This design comes from an exercise in tuning for small area, a short achievable clock period and few clock cycles per item on the open sky130 flow, not from production work.
The RTL was checked by simulation tests, not by an equivalence proof against the original design.

==> inputs of trial 68 <==
==> flow/design.v (excerpt) <==
module line_follow_pid_steering #(
	parameter int unsigned SENSOR_COUNT = 8
) (
	input  logic                                 clk,
	input  logic                                 arst_n,
	input  logic                                 sensor_valid,
	output logic                                 sensor_ready,
	input  logic [lfps_pkg::SENSORS_MAX-1:0]     sensor_bits,
	output logic                                 wheel_valid,
	input  logic                                 wheel_ready,
	output logic [lfps_pkg::SPEED_W-1:0]         left_drive,
	output logic [lfps_pkg::SPEED_W-1:0]         right_drive,
	output logic [lfps_pkg::ERR_W-1:0]           error_out,
	input  logic                                 psel,
	input  logic                                 penable,
	input  logic                                 pwrite,
	input  logic [lfps_pkg::APB_ADDR_W-1:0]      paddr,
	input  logic [lfps_pkg::APB_DATA_W-1:0]      pwdata,
	output logic [lfps_pkg::APB_DATA_W-1:0]      prdata,
	output logic                                 pready
);
==> module lfps_cfg_regs, before the edit <==
module lfps_cfg_regs (
	input  logic                                 clk,
	input  logic                                 arst_n,
	input  logic                                 psel,
	input  logic                                 penable,
	input  logic                                 pwrite,
	input  logic [lfps_pkg::APB_ADDR_W-1:0]      paddr,
	input  logic [lfps_pkg::APB_DATA_W-1:0]      pwdata,
	output logic [lfps_pkg::APB_DATA_W-1:0]      prdata,
	output logic                                 pready,
	output lfps_pkg::cfg_t                       cfg
);
	lfps_pkg::cfg_t     cfg_q;
	lfps_pkg::reg_idx_t reg_idx;
	logic               wr_en;
	assign reg_idx = lfps_pkg::reg_idx_t'(paddr[5:3]);
	assign wr_en   = psel && penable && pwrite;
	assign pready  = 1'b1;
	assign cfg     = cfg_q;
	always_ff @(posedge clk or negedge arst_n) begin
		if (!arst_n) begin
			cfg_q <= '0;
		end else if (wr_en) begin
			unique case (reg_idx)
				lfps_pkg::REG_GAIN_P:        cfg_q.gain_p          <= pwdata[15:0];
				lfps_pkg::REG_GAIN_I:        cfg_q.gain_i          <= pwdata[15:0];
				lfps_pkg::REG_GAIN_D:        cfg_q.gain_d          <= pwdata[15:0];
				lfps_pkg::REG_NOMINAL_DRIVE: cfg_q.nominal_drive   <= pwdata[14:0];
				lfps_pkg::REG_DRIVE_CAP:     cfg_q.drive_cap       <= pwdata[14:0];
				lfps_pkg::REG_STEER_LIMIT:   cfg_q.steer_limit     <= pwdata[14:0];
				lfps_pkg::REG_INTEG_LIMITS:  cfg_q.integral_limits <= pwdata[47:0];
				default: ;
			endcase
		end
	end
	logic [47:0] rd_mux;
	logic [47:0] rd_q;
	always_comb begin
		unique case (reg_idx)
			lfps_pkg::REG_GAIN_P:        rd_mux = 48'(cfg_q.gain_p);
			lfps_pkg::REG_GAIN_I:        rd_mux = 48'(cfg_q.gain_i);
			lfps_pkg::REG_GAIN_D:        rd_mux = 48'(cfg_q.gain_d);
			lfps_pkg::REG_NOMINAL_DRIVE: rd_mux = 48'(cfg_q.nominal_drive);
			lfps_pkg::REG_DRIVE_CAP:     rd_mux = 48'(cfg_q.drive_cap);
			lfps_pkg::REG_STEER_LIMIT:   rd_mux = 48'(cfg_q.steer_limit);
			lfps_pkg::REG_INTEG_LIMITS:  rd_mux = cfg_q.integral_limits;
			default:                     rd_mux = '0;
		endcase
	end
	always_ff @(posedge clk) begin
		rd_q <= rd_mux;
	end
	assign prdata = {16'h0000, rd_q};
endmodule
clock: 9.0 ns
lec_check: 0
abc_area: 1
cap_margin: 20
core_margin: 2
core_utilization: 40
setup_slack_margin: 4.25
slew_margin: 20
run.sh (not shown) runs the stock make flow with config.mk's settings and CLKGATE_MAP_FILE= SYNTH_SCRIPT=/design/flow/synth_recipe.tcl, a recipe that flattens the netlist after the stock synthesis.
==> trial 38: changes against trial 68 <==
--- a/flow/design.v
+++ b/flow/design.v
@@ -60,63 +60,67 @@
 				lfps_pkg::REG_STEER_LIMIT:   cfg_q.steer_limit     <= pwdata[14:0];
 				lfps_pkg::REG_INTEG_LIMITS:  cfg_q.integral_limits <= pwdata[47:0];
 				default: ;
 			endcase
 		end
 	end
-	logic [47:0] rd_mux;
-	logic [47:0] rd_q;
 	always_comb begin
 		unique case (reg_idx)
-			lfps_pkg::REG_GAIN_P:        rd_mux = 48'(cfg_q.gain_p);
-			lfps_pkg::REG_GAIN_I:        rd_mux = 48'(cfg_q.gain_i);
-			lfps_pkg::REG_GAIN_D:        rd_mux = 48'(cfg_q.gain_d);
-			lfps_pkg::REG_NOMINAL_DRIVE: rd_mux = 48'(cfg_q.nominal_drive);
-			lfps_pkg::REG_DRIVE_CAP:     rd_mux = 48'(cfg_q.drive_cap);
-			lfps_pkg::REG_STEER_LIMIT:   rd_mux = 48'(cfg_q.steer_limit);
-			lfps_pkg::REG_INTEG_LIMITS:  rd_mux = cfg_q.integral_limits;
-			default:                     rd_mux = '0;
+			lfps_pkg::REG_GAIN_P:        prdata = 64'(cfg_q.gain_p);
+			lfps_pkg::REG_GAIN_I:        prdata = 64'(cfg_q.gain_i);
+			lfps_pkg::REG_GAIN_D:        prdata = 64'(cfg_q.gain_d);
+			lfps_pkg::REG_NOMINAL_DRIVE: prdata = 64'(cfg_q.nominal_drive);
+			lfps_pkg::REG_DRIVE_CAP:     prdata = 64'(cfg_q.drive_cap);
+			lfps_pkg::REG_STEER_LIMIT:   prdata = 64'(cfg_q.steer_limit);
+			lfps_pkg::REG_INTEG_LIMITS:  prdata = 64'(cfg_q.integral_limits);
+			default:                     prdata = '0;
 		endcase
 	end
-	always_ff @(posedge clk) begin
-		rd_q <= rd_mux;
-	end
-	assign prdata = {16'h0000, rd_q};
 endmodule
 module lfps_ctrl (
 	input  logic clk,
 	input  logic arst_n,
 	input  logic in_valid,
 	output logic in_ready,
 	output logic out_valid,
 	input  logic out_ready,
 	output logic adv,       
+	output logic skid_sel,  
+	output logic skid_load,
 	output logic upd        
 );
-	logic v0_q, v1_q, v2_q, v3_q, v4_q, v5_q, ov_q;
+	logic skid_q, v0_q, v1_q, v2_q, v3_q, v4_q, v5_q, ov_q;
+	logic in_fire;
+	assign in_ready  = !skid_q;
+	assign in_fire   = in_valid && !skid_q;
 	assign out_valid = ov_q;
 	assign adv       = !ov_q || out_ready;
-	assign in_ready  = adv;
+	assign skid_sel  = skid_q;
+	assign skid_load = in_fire && !adv;
 	assign upd       = adv && v1_q;
 	always_ff @(posedge clk or negedge arst_n) begin
 		if (!arst_n) begin
+			skid_q <= 1'b0;
 			v0_q   <= 1'b0;
 			v1_q   <= 1'b0;
 			v2_q   <= 1'b0;
 			v3_q   <= 1'b0;
 			v4_q   <= 1'b0;
 			v5_q   <= 1'b0;
 			ov_q   <= 1'b0;
 		end else if (adv) begin
-			v0_q   <= in_valid;
+			skid_q <= 1'b0;
+			v0_q   <= skid_q || in_fire;
 			v1_q   <= v0_q;
 			v2_q   <= v1_q;
 			v3_q   <= v2_q;
 			v4_q   <= v3_q;
 			v5_q   <= v4_q;
 			ov_q   <= v5_q;
+		end else if (in_fire) begin
+			skid_q <= 1'b1;
 		end
 	end
 endmodule
 module lfps_sense_sum (
 	input  logic [7:0]        bits,
 	output logic signed [4:0] s,
@@ -158,34 +162,73 @@
 	assign idx   = {3'(n - 4'd1), s};
 	assign found = (n != 4'd0);
 	assign o     = {found, Q16[idx], Q15[idx], Q14[idx] || !found, Q13[idx], Q12[idx],
 	                Q11[idx], Q10[idx], Q9[idx], Q8[idx], Q7[idx], Q6[idx],
 	                Q5[idx], Q4[idx], Q3[idx], Q2[idx], Q1[idx], Q0[idx]};
 endmodule
+module lfps_bk_add #(
+	parameter int W = 16
+) (
+	input  logic [W-1:0] a,
+	input  logic [W-1:0] b,
+	input  logic         cin,
+	output logic [W-1:0] s,
+	output logic         cout
+);
+	localparam int DMAX = (W > 32) ? 32 : (W > 16) ? 16 : (W > 8) ? 8 : (W > 4) ? 4 : (W > 2) ? 2 : 1;
+	logic [W-1:0] p, g, gg, pp;
+	always_comb begin
+		p  = a ^ b;
+		g  = a & b;
+		gg = g;
+		pp = p;
+		gg[0] = g[0] | (p[0] & cin);
+		for (int d = 1; d < W; d = d * 2) begin
+			for (int i = 2 * d - 1; i < W; i = i + 2 * d) begin
+				gg[i] = gg[i] | (pp[i] & gg[i - d]);
+				pp[i] = pp[i] & pp[i - d];
+			end
+		end
+		for (int d = DMAX; d >= 1; d = d / 2) begin
+			for (int i = 3 * d - 1; i < W; i = i + 2 * d) begin
+				gg[i] = gg[i] | (pp[i] & gg[i - d]);
+				pp[i] = pp[i] & pp[i - d];
+			end
+		end
+		s    = p ^ {gg[W-2:0], cin};
+		cout = gg[W-1];
+	end
+endmodule
 module lfps_datapath (
 	input  logic           clk,
 	input  logic           arst_n,
 	input  logic           adv,
+	input  logic           skid_sel,
+	input  logic           skid_load,
 	input  logic           upd,
 	input  lfps_pkg::cfg_t cfg,
 	input  logic [7:0]     sensor_bits,
 	output logic [14:0]    left_drive,
 	output logic [14:0]    right_drive,
 	output logic [11:0]    error_out
 );
-	logic signed [4:0] in_s, s0_s_q;
-	logic [3:0]        in_n, s0_n_q;
+	logic signed [4:0] in_s, skid_s_q, s0_s_q;
+	logic [3:0]        in_n, skid_n_q, s0_n_q;
 	lfps_sense_sum u_sum (
 		.bits (sensor_bits),
 		.s    (in_s),
 		.n    (in_n)
 	);
 	always_ff @(posedge clk) begin
+		if (skid_load) begin
+			skid_s_q <= in_s;
+			skid_n_q <= in_n;
+		end
 		if (adv) begin
-			s0_s_q <= in_s;
-			s0_n_q <= in_n;
+			s0_s_q <= skid_sel ? skid_s_q : in_s;
+			s0_n_q <= skid_sel ? skid_n_q : in_n;
 		end
 	end
 	logic [17:0] lut_o;
 	logic        m_found, m_efr, m_neg, m_db;
 	logic [1:0]  m_cls;
 	logic signed [11:0] m_mean;
@@ -325,17 +368,28 @@
 			pe_cls_q  <= cls;
 			pe_nz_q   <= e_nz;
 			pe_frac_q <= e_fr;
 			integ_q   <= integ_new;
 		end
 	end
+	logic [12:0] de_f, e_f13, pe_n13;
+	logic        de_co;
+	assign e_f13  = 13'(e_f);
+	assign pe_n13 = ~(13'(pe_q));
+	lfps_bk_add #(.W(13)) u_de (
+		.a    (e_f13),
+		.b    (pe_n13),
+		.cin  (1'b1),
+		.s    (de_f),
+		.cout (de_co)
+	);
 	always_ff @(posedge clk) begin
 		if (adv) begin
 			s2_raw_q <= raw;
 			s2_ez_q  <= m_found && m_db;
-			s2_de_q  <= m_found ? 13'(e_f) - 13'(pe_q) : 13'sd0;
+			s2_de_q  <= m_found ? de_f : 13'sd0;
 		end
 	end
 	logic signed [11:0] e3;
 	logic [40:8]        mac_a, mac_b;
 	logic               mac_c8;
 	logic [40:8]        s3_a_q, s3_b_q;
@@ -362,36 +416,48 @@
 		end
 	end
 	logic [32:0]        acc;      
 	logic signed [24:0] s4_acc_q;
 	logic               s4_frac_q;
 	logic signed [11:0] s4_raw_q;
-	always_comb begin
-		acc = s3_a_q + s3_b_q + 33'(s3_c8_q);
-	end
+	logic acc_co;
+	lfps_bk_add #(.W(33)) u_acc (
+		.a    (s3_a_q),
+		.b    (s3_b_q),
+		.cin  (s3_c8_q),
+		.s    (acc),
+		.cout (acc_co)
+	);
 	always_ff @(posedge clk) begin
 		if (adv) begin
 			s4_acc_q  <= $signed(acc[32:8]);
 			s4_frac_q <= (acc[7:0] != 8'h00);
 			s4_raw_q  <= s3_raw_q;
 		end
 	end
 	logic signed [24:0] acc_hi;
 	logic signed [15:0] sl;
 	logic signed [15:0] sv;
 	logic               svf, hi_ovf, lo_ovf, at_sl;
-	logic [15:0]        lo_sum;
+	logic [14:0]        lo_s;
+	logic               lo_co;
+	lfps_bk_add #(.W(15)) u_lo (
+		.a    (s4_acc_q[14:0]),
+		.b    (cfg.steer_limit),
+		.cin  (1'b0),
+		.s    (lo_s),
+		.cout (lo_co)
+	);
 	logic signed [15:0] s5_sv_q;
 	logic               s5_svf_q;
 	logic signed [11:0] s5_raw_q;
 	always_comb begin
 		acc_hi = s4_acc_q;
 		sl     = $signed({1'b0, cfg.steer_limit});
 		hi_ovf = !acc_hi[24] && ((acc_hi[23:15] != 9'h000) || (acc_hi[14:0] > sl[14:0]));
-		lo_sum = {1'b0, acc_hi[14:0]} + {1'b0, sl[14:0]};
-		lo_ovf = acc_hi[24] && ((acc_hi[23:15] != 9'h1FF) || !lo_sum[15]);
+		lo_ovf = acc_hi[24] && ((acc_hi[23:15] != 9'h1FF) || !lo_co);
 		at_sl  = !acc_hi[24] && (acc_hi[23:15] == 9'h000) && (acc_hi[14:0] == sl[14:0]);
 		if (hi_ovf) begin
 			sv = sl;
 		end else if (lo_ovf) begin
 			sv = -sl;
 		end else begin
@@ -404,22 +470,27 @@
 			s5_sv_q  <= sv;
 			s5_svf_q <= svf;
 			s5_raw_q <= s4_raw_q;
 		end
 	end
 	logic signed [16:0] lsum, rsum, k_q, lk, rk;
+	logic [3:0]         o_co;
 	logic [14:0] lw, rw;
 	logic [14:0] l_q, r_q;
 	logic [11:0] err_q;
+	logic [16:0] nd17, sv17, sv17_n;
+	assign nd17   = {2'b00, cfg.nominal_drive};
+	assign sv17   = 17'(s5_sv_q);
+	assign sv17_n = ~sv17;
+	lfps_bk_add #(.W(17)) u_lsum (.a(nd17), .b(sv17),    .cin(1'b0),       .s(lsum), .cout(o_co[0]));
+	lfps_bk_add #(.W(17)) u_rsum (.a(nd17), .b(sv17_n), .cin(!s5_svf_q),  .s(rsum), .cout(o_co[1]));
+	lfps_bk_add #(.W(17)) u_lk   (.a(k_q),  .b(sv17_n), .cin(1'b1),       .s(lk),   .cout(o_co[2]));
+	lfps_bk_add #(.W(17)) u_rk   (.a(k_q),  .b(sv17),    .cin(s5_svf_q),   .s(rk),   .cout(o_co[3]));
 	always_comb begin
-		lsum = 17'($signed({2'b00, cfg.nominal_drive})) + 17'(s5_sv_q);
-		rsum = 17'($signed({2'b00, cfg.nominal_drive})) + 17'(~s5_sv_q) + 17'(!s5_svf_q);
-		lk   = k_q + 17'(~s5_sv_q) + 17'sd1;    
-		rk   = k_q + 17'(s5_sv_q) + 17'(s5_svf_q);  
-		lw   = lsum[16] ? 15'd0 : (lk[16] ? cfg.drive_cap : lsum[14:0]);
-		rw   = rsum[16] ? 15'd0 : (rk[16] ? cfg.drive_cap : rsum[14:0]);
+		lw = lsum[16] ? 15'd0 : (lk[16] ? cfg.drive_cap : lsum[14:0]);
+		rw = rsum[16] ? 15'd0 : (rk[16] ? cfg.drive_cap : rsum[14:0]);
 	end
 	always_ff @(posedge clk) begin
 		k_q <= 17'($signed({2'b00, cfg.drive_cap})) - 17'($signed({2'b00, cfg.nominal_drive}));
 	end
 	always_ff @(posedge clk) begin
 		if (adv) begin
@@ -1720,13 +1791,13 @@
 	input  logic [lfps_pkg::APB_ADDR_W-1:0]      paddr,
 	input  logic [lfps_pkg::APB_DATA_W-1:0]      pwdata,
 	output logic [lfps_pkg::APB_DATA_W-1:0]      prdata,
 	output logic                                 pready
 );
 	lfps_pkg::cfg_t cfg;
-	logic           adv, upd;
+	logic           adv, skid_sel, skid_load, upd;
 	lfps_cfg_regs u_cfg_regs (
 		.clk     (clk),
 		.arst_n  (arst_n),
 		.psel    (psel),
 		.penable (penable),
 		.pwrite  (pwrite),
@@ -1741,18 +1812,22 @@
 		.arst_n    (arst_n),
 		.in_valid  (sensor_valid),
 		.in_ready  (sensor_ready),
 		.out_valid (wheel_valid),
 		.out_ready (wheel_ready),
 		.adv       (adv),
+		.skid_sel  (skid_sel),
+		.skid_load (skid_load),
 		.upd       (upd)
 	);
 	lfps_datapath u_datapath (
 		.clk         (clk),
 		.arst_n      (arst_n),
 		.adv         (adv),
+		.skid_sel    (skid_sel),
+		.skid_load   (skid_load),
 		.upd         (upd),
 		.cfg         (cfg),
 		.sensor_bits (sensor_bits),
 		.left_drive  (left_drive),
 		.right_drive (right_drive),
 		.error_out   (error_out)
CORE_UTILIZATION = 50   (was 40)
SETUP_SLACK_MARGIN = 4   (was 4.25)
==> trial 94: changes against trial 68 <==
--- a/flow/design.v
+++ b/flow/design.v
@@ -60,63 +60,67 @@
 				lfps_pkg::REG_STEER_LIMIT:   cfg_q.steer_limit     <= pwdata[14:0];
 				lfps_pkg::REG_INTEG_LIMITS:  cfg_q.integral_limits <= pwdata[47:0];
 				default: ;
 			endcase
 		end
 	end
-	logic [47:0] rd_mux;
-	logic [47:0] rd_q;
 	always_comb begin
 		unique case (reg_idx)
-			lfps_pkg::REG_GAIN_P:        rd_mux = 48'(cfg_q.gain_p);
-			lfps_pkg::REG_GAIN_I:        rd_mux = 48'(cfg_q.gain_i);
-			lfps_pkg::REG_GAIN_D:        rd_mux = 48'(cfg_q.gain_d);
-			lfps_pkg::REG_NOMINAL_DRIVE: rd_mux = 48'(cfg_q.nominal_drive);
-			lfps_pkg::REG_DRIVE_CAP:     rd_mux = 48'(cfg_q.drive_cap);
-			lfps_pkg::REG_STEER_LIMIT:   rd_mux = 48'(cfg_q.steer_limit);
-			lfps_pkg::REG_INTEG_LIMITS:  rd_mux = cfg_q.integral_limits;
-			default:                     rd_mux = '0;
+			lfps_pkg::REG_GAIN_P:        prdata = 64'(cfg_q.gain_p);
+			lfps_pkg::REG_GAIN_I:        prdata = 64'(cfg_q.gain_i);
+			lfps_pkg::REG_GAIN_D:        prdata = 64'(cfg_q.gain_d);
+			lfps_pkg::REG_NOMINAL_DRIVE: prdata = 64'(cfg_q.nominal_drive);
+			lfps_pkg::REG_DRIVE_CAP:     prdata = 64'(cfg_q.drive_cap);
+			lfps_pkg::REG_STEER_LIMIT:   prdata = 64'(cfg_q.steer_limit);
+			lfps_pkg::REG_INTEG_LIMITS:  prdata = 64'(cfg_q.integral_limits);
+			default:                     prdata = '0;
 		endcase
 	end
-	always_ff @(posedge clk) begin
-		rd_q <= rd_mux;
-	end
-	assign prdata = {16'h0000, rd_q};
 endmodule
 module lfps_ctrl (
 	input  logic clk,
 	input  logic arst_n,
 	input  logic in_valid,
 	output logic in_ready,
 	output logic out_valid,
 	input  logic out_ready,
 	output logic adv,       
+	output logic skid_sel,  
+	output logic skid_load,
 	output logic upd        
 );
-	logic v0_q, v1_q, v2_q, v3_q, v4_q, v5_q, ov_q;
+	logic skid_q, v0_q, v1_q, v2_q, v3_q, v4_q, v5_q, ov_q;
+	logic in_fire;
+	assign in_ready  = !skid_q;
+	assign in_fire   = in_valid && !skid_q;
 	assign out_valid = ov_q;
 	assign adv       = !ov_q || out_ready;
-	assign in_ready  = adv;
+	assign skid_sel  = skid_q;
+	assign skid_load = in_fire && !adv;
 	assign upd       = adv && v1_q;
 	always_ff @(posedge clk or negedge arst_n) begin
 		if (!arst_n) begin
+			skid_q <= 1'b0;
 			v0_q   <= 1'b0;
 			v1_q   <= 1'b0;
 			v2_q   <= 1'b0;
 			v3_q   <= 1'b0;
 			v4_q   <= 1'b0;
 			v5_q   <= 1'b0;
 			ov_q   <= 1'b0;
 		end else if (adv) begin
-			v0_q   <= in_valid;
+			skid_q <= 1'b0;
+			v0_q   <= skid_q || in_fire;
 			v1_q   <= v0_q;
 			v2_q   <= v1_q;
 			v3_q   <= v2_q;
 			v4_q   <= v3_q;
 			v5_q   <= v4_q;
 			ov_q   <= v5_q;
+		end else if (in_fire) begin
+			skid_q <= 1'b1;
 		end
 	end
 endmodule
 module lfps_sense_sum (
 	input  logic [7:0]        bits,
 	output logic signed [4:0] s,
@@ -162,30 +166,36 @@
 	                Q5[idx], Q4[idx], Q3[idx], Q2[idx], Q1[idx], Q0[idx]};
 endmodule
 module lfps_datapath (
 	input  logic           clk,
 	input  logic           arst_n,
 	input  logic           adv,
+	input  logic           skid_sel,
+	input  logic           skid_load,
 	input  logic           upd,
 	input  lfps_pkg::cfg_t cfg,
 	input  logic [7:0]     sensor_bits,
 	output logic [14:0]    left_drive,
 	output logic [14:0]    right_drive,
 	output logic [11:0]    error_out
 );
-	logic signed [4:0] in_s, s0_s_q;
-	logic [3:0]        in_n, s0_n_q;
+	logic signed [4:0] in_s, skid_s_q, s0_s_q;
+	logic [3:0]        in_n, skid_n_q, s0_n_q;
 	lfps_sense_sum u_sum (
 		.bits (sensor_bits),
 		.s    (in_s),
 		.n    (in_n)
 	);
 	always_ff @(posedge clk) begin
+		if (skid_load) begin
+			skid_s_q <= in_s;
+			skid_n_q <= in_n;
+		end
 		if (adv) begin
-			s0_s_q <= in_s;
-			s0_n_q <= in_n;
+			s0_s_q <= skid_sel ? skid_s_q : in_s;
+			s0_n_q <= skid_sel ? skid_n_q : in_n;
 		end
 	end
 	logic [17:0] lut_o;
 	logic        m_found, m_efr, m_neg, m_db;
 	logic [1:0]  m_cls;
 	logic signed [11:0] m_mean;
@@ -403,28 +413,26 @@
 		if (adv) begin
 			s5_sv_q  <= sv;
 			s5_svf_q <= svf;
 			s5_raw_q <= s4_raw_q;
 		end
 	end
-	logic signed [16:0] lsum, rsum, k_q, lk, rk;
+	logic signed [16:0] lsum, rsum, k, lk, rk;
 	logic [14:0] lw, rw;
 	logic [14:0] l_q, r_q;
 	logic [11:0] err_q;
 	always_comb begin
+		k    = 17'($signed({2'b00, cfg.drive_cap})) - 17'($signed({2'b00, cfg.nominal_drive}));
 		lsum = 17'($signed({2'b00, cfg.nominal_drive})) + 17'(s5_sv_q);
 		rsum = 17'($signed({2'b00, cfg.nominal_drive})) + 17'(~s5_sv_q) + 17'(!s5_svf_q);
-		lk   = k_q + 17'(~s5_sv_q) + 17'sd1;    
-		rk   = k_q + 17'(s5_sv_q) + 17'(s5_svf_q);  
+		lk   = k + 17'(~s5_sv_q) + 17'sd1;    
+		rk   = k + 17'(s5_sv_q) + 17'(s5_svf_q);  
 		lw   = lsum[16] ? 15'd0 : (lk[16] ? cfg.drive_cap : lsum[14:0]);
 		rw   = rsum[16] ? 15'd0 : (rk[16] ? cfg.drive_cap : rsum[14:0]);
 	end
 	always_ff @(posedge clk) begin
-		k_q <= 17'($signed({2'b00, cfg.drive_cap})) - 17'($signed({2'b00, cfg.nominal_drive}));
-	end
-	always_ff @(posedge clk) begin
 		if (adv) begin
 			l_q   <= lw;
 			r_q   <= rw;
 			err_q <= s5_raw_q;
 		end
 	end
@@ -1720,13 +1728,13 @@
 	input  logic [lfps_pkg::APB_ADDR_W-1:0]      paddr,
 	input  logic [lfps_pkg::APB_DATA_W-1:0]      pwdata,
 	output logic [lfps_pkg::APB_DATA_W-1:0]      prdata,
 	output logic                                 pready
 );
 	lfps_pkg::cfg_t cfg;
-	logic           adv, upd;
+	logic           adv, skid_sel, skid_load, upd;
 	lfps_cfg_regs u_cfg_regs (
 		.clk     (clk),
 		.arst_n  (arst_n),
 		.psel    (psel),
 		.penable (penable),
 		.pwrite  (pwrite),
@@ -1741,18 +1749,22 @@
 		.arst_n    (arst_n),
 		.in_valid  (sensor_valid),
 		.in_ready  (sensor_ready),
 		.out_valid (wheel_valid),
 		.out_ready (wheel_ready),
 		.adv       (adv),
+		.skid_sel  (skid_sel),
+		.skid_load (skid_load),
 		.upd       (upd)
 	);
 	lfps_datapath u_datapath (
 		.clk         (clk),
 		.arst_n      (arst_n),
 		.adv         (adv),
+		.skid_sel    (skid_sel),
+		.skid_load   (skid_load),
 		.upd         (upd),
 		.cfg         (cfg),
 		.sensor_bits (sensor_bits),
 		.left_drive  (left_drive),
 		.right_drive (right_drive),
 		.error_out   (error_out)
SETUP_SLACK_MARGIN = 4   (was 4.25)
==> build 66: changes against trial 68 <==
--- a/flow/design.v
+++ b/flow/design.v
@@ -60,30 +60,24 @@
 				lfps_pkg::REG_STEER_LIMIT:   cfg_q.steer_limit     <= pwdata[14:0];
 				lfps_pkg::REG_INTEG_LIMITS:  cfg_q.integral_limits <= pwdata[47:0];
 				default: ;
 			endcase
 		end
 	end
-	logic [47:0] rd_mux;
-	logic [47:0] rd_q;
 	always_comb begin
 		unique case (reg_idx)
-			lfps_pkg::REG_GAIN_P:        rd_mux = 48'(cfg_q.gain_p);
-			lfps_pkg::REG_GAIN_I:        rd_mux = 48'(cfg_q.gain_i);
-			lfps_pkg::REG_GAIN_D:        rd_mux = 48'(cfg_q.gain_d);
-			lfps_pkg::REG_NOMINAL_DRIVE: rd_mux = 48'(cfg_q.nominal_drive);
-			lfps_pkg::REG_DRIVE_CAP:     rd_mux = 48'(cfg_q.drive_cap);
-			lfps_pkg::REG_STEER_LIMIT:   rd_mux = 48'(cfg_q.steer_limit);
-			lfps_pkg::REG_INTEG_LIMITS:  rd_mux = cfg_q.integral_limits;
-			default:                     rd_mux = '0;
+			lfps_pkg::REG_GAIN_P:        prdata = 64'(cfg_q.gain_p);
+			lfps_pkg::REG_GAIN_I:        prdata = 64'(cfg_q.gain_i);
+			lfps_pkg::REG_GAIN_D:        prdata = 64'(cfg_q.gain_d);
+			lfps_pkg::REG_NOMINAL_DRIVE: prdata = 64'(cfg_q.nominal_drive);
+			lfps_pkg::REG_DRIVE_CAP:     prdata = 64'(cfg_q.drive_cap);
+			lfps_pkg::REG_STEER_LIMIT:   prdata = 64'(cfg_q.steer_limit);
+			lfps_pkg::REG_INTEG_LIMITS:  prdata = 64'(cfg_q.integral_limits);
+			default:                     prdata = '0;
 		endcase
 	end
-	always_ff @(posedge clk) begin
-		rd_q <= rd_mux;
-	end
-	assign prdata = {16'h0000, rd_q};
 endmodule
 module lfps_ctrl (
 	input  logic clk,
 	input  logic arst_n,
 	input  logic in_valid,
 	output logic in_ready,
SETUP_SLACK_MARGIN = 3.6   (was 4.25)
==> comparison <==
In trial 38 the non-clock buffer count is higher than in build 66, by 160.
The lowest sequential cell count belongs to trial 94, the highest to trial 68.
The lowest final area belongs to build 66, the highest to trial 68.
Global-route usage, lowest first: build 66, trial 94, trial 68, trial 38.
Testbench counts of trial 68, summed over its fixed seeds: cycles 2,104, items 2,048.
Testbench counts of trial 38, summed over its fixed seeds: cycles 2,104, items 2,048.
Testbench counts of trial 94, summed over its fixed seeds: cycles 2,104, items 2,048.
Testbench counts of build 66, summed over its fixed seeds: cycles 2,104, items 2,048.

## separate check: timing with driven ports
No port has a modelled driver above. Below, the same layouts with a new extraction and two added sets of constraints.
Step 1: set_driving_cell puts a clkbuf_16 on clk and a buf_2 on each other input, an assumption about the parent block.
Step 2 times the ports against the registers' clock, not the clock port: input delays grow and output delays shrink by t, the midpoint of the rising clock arrivals with the driver on.
a / b / c = no drivers / after step 1 / after step 2; a / b = the first two.
run	shift t [ns]	setup slack, ns	pins driven straight from the clock port
trial 68	0.742	3.956 / 3.956 / 3.922	1
trial 38	0.724	3.932 / 3.861 / 3.720	1
trial 94	0.735	3.943 / 3.877 / 3.877	1
build 66	0.735	3.561 / 3.518 / 3.518	1
After both steps every run listed still meets setup and hold. The setup slack of trial 38, which loses most, moves by -0.071 ns with the drivers and by -0.212 ns with both steps.
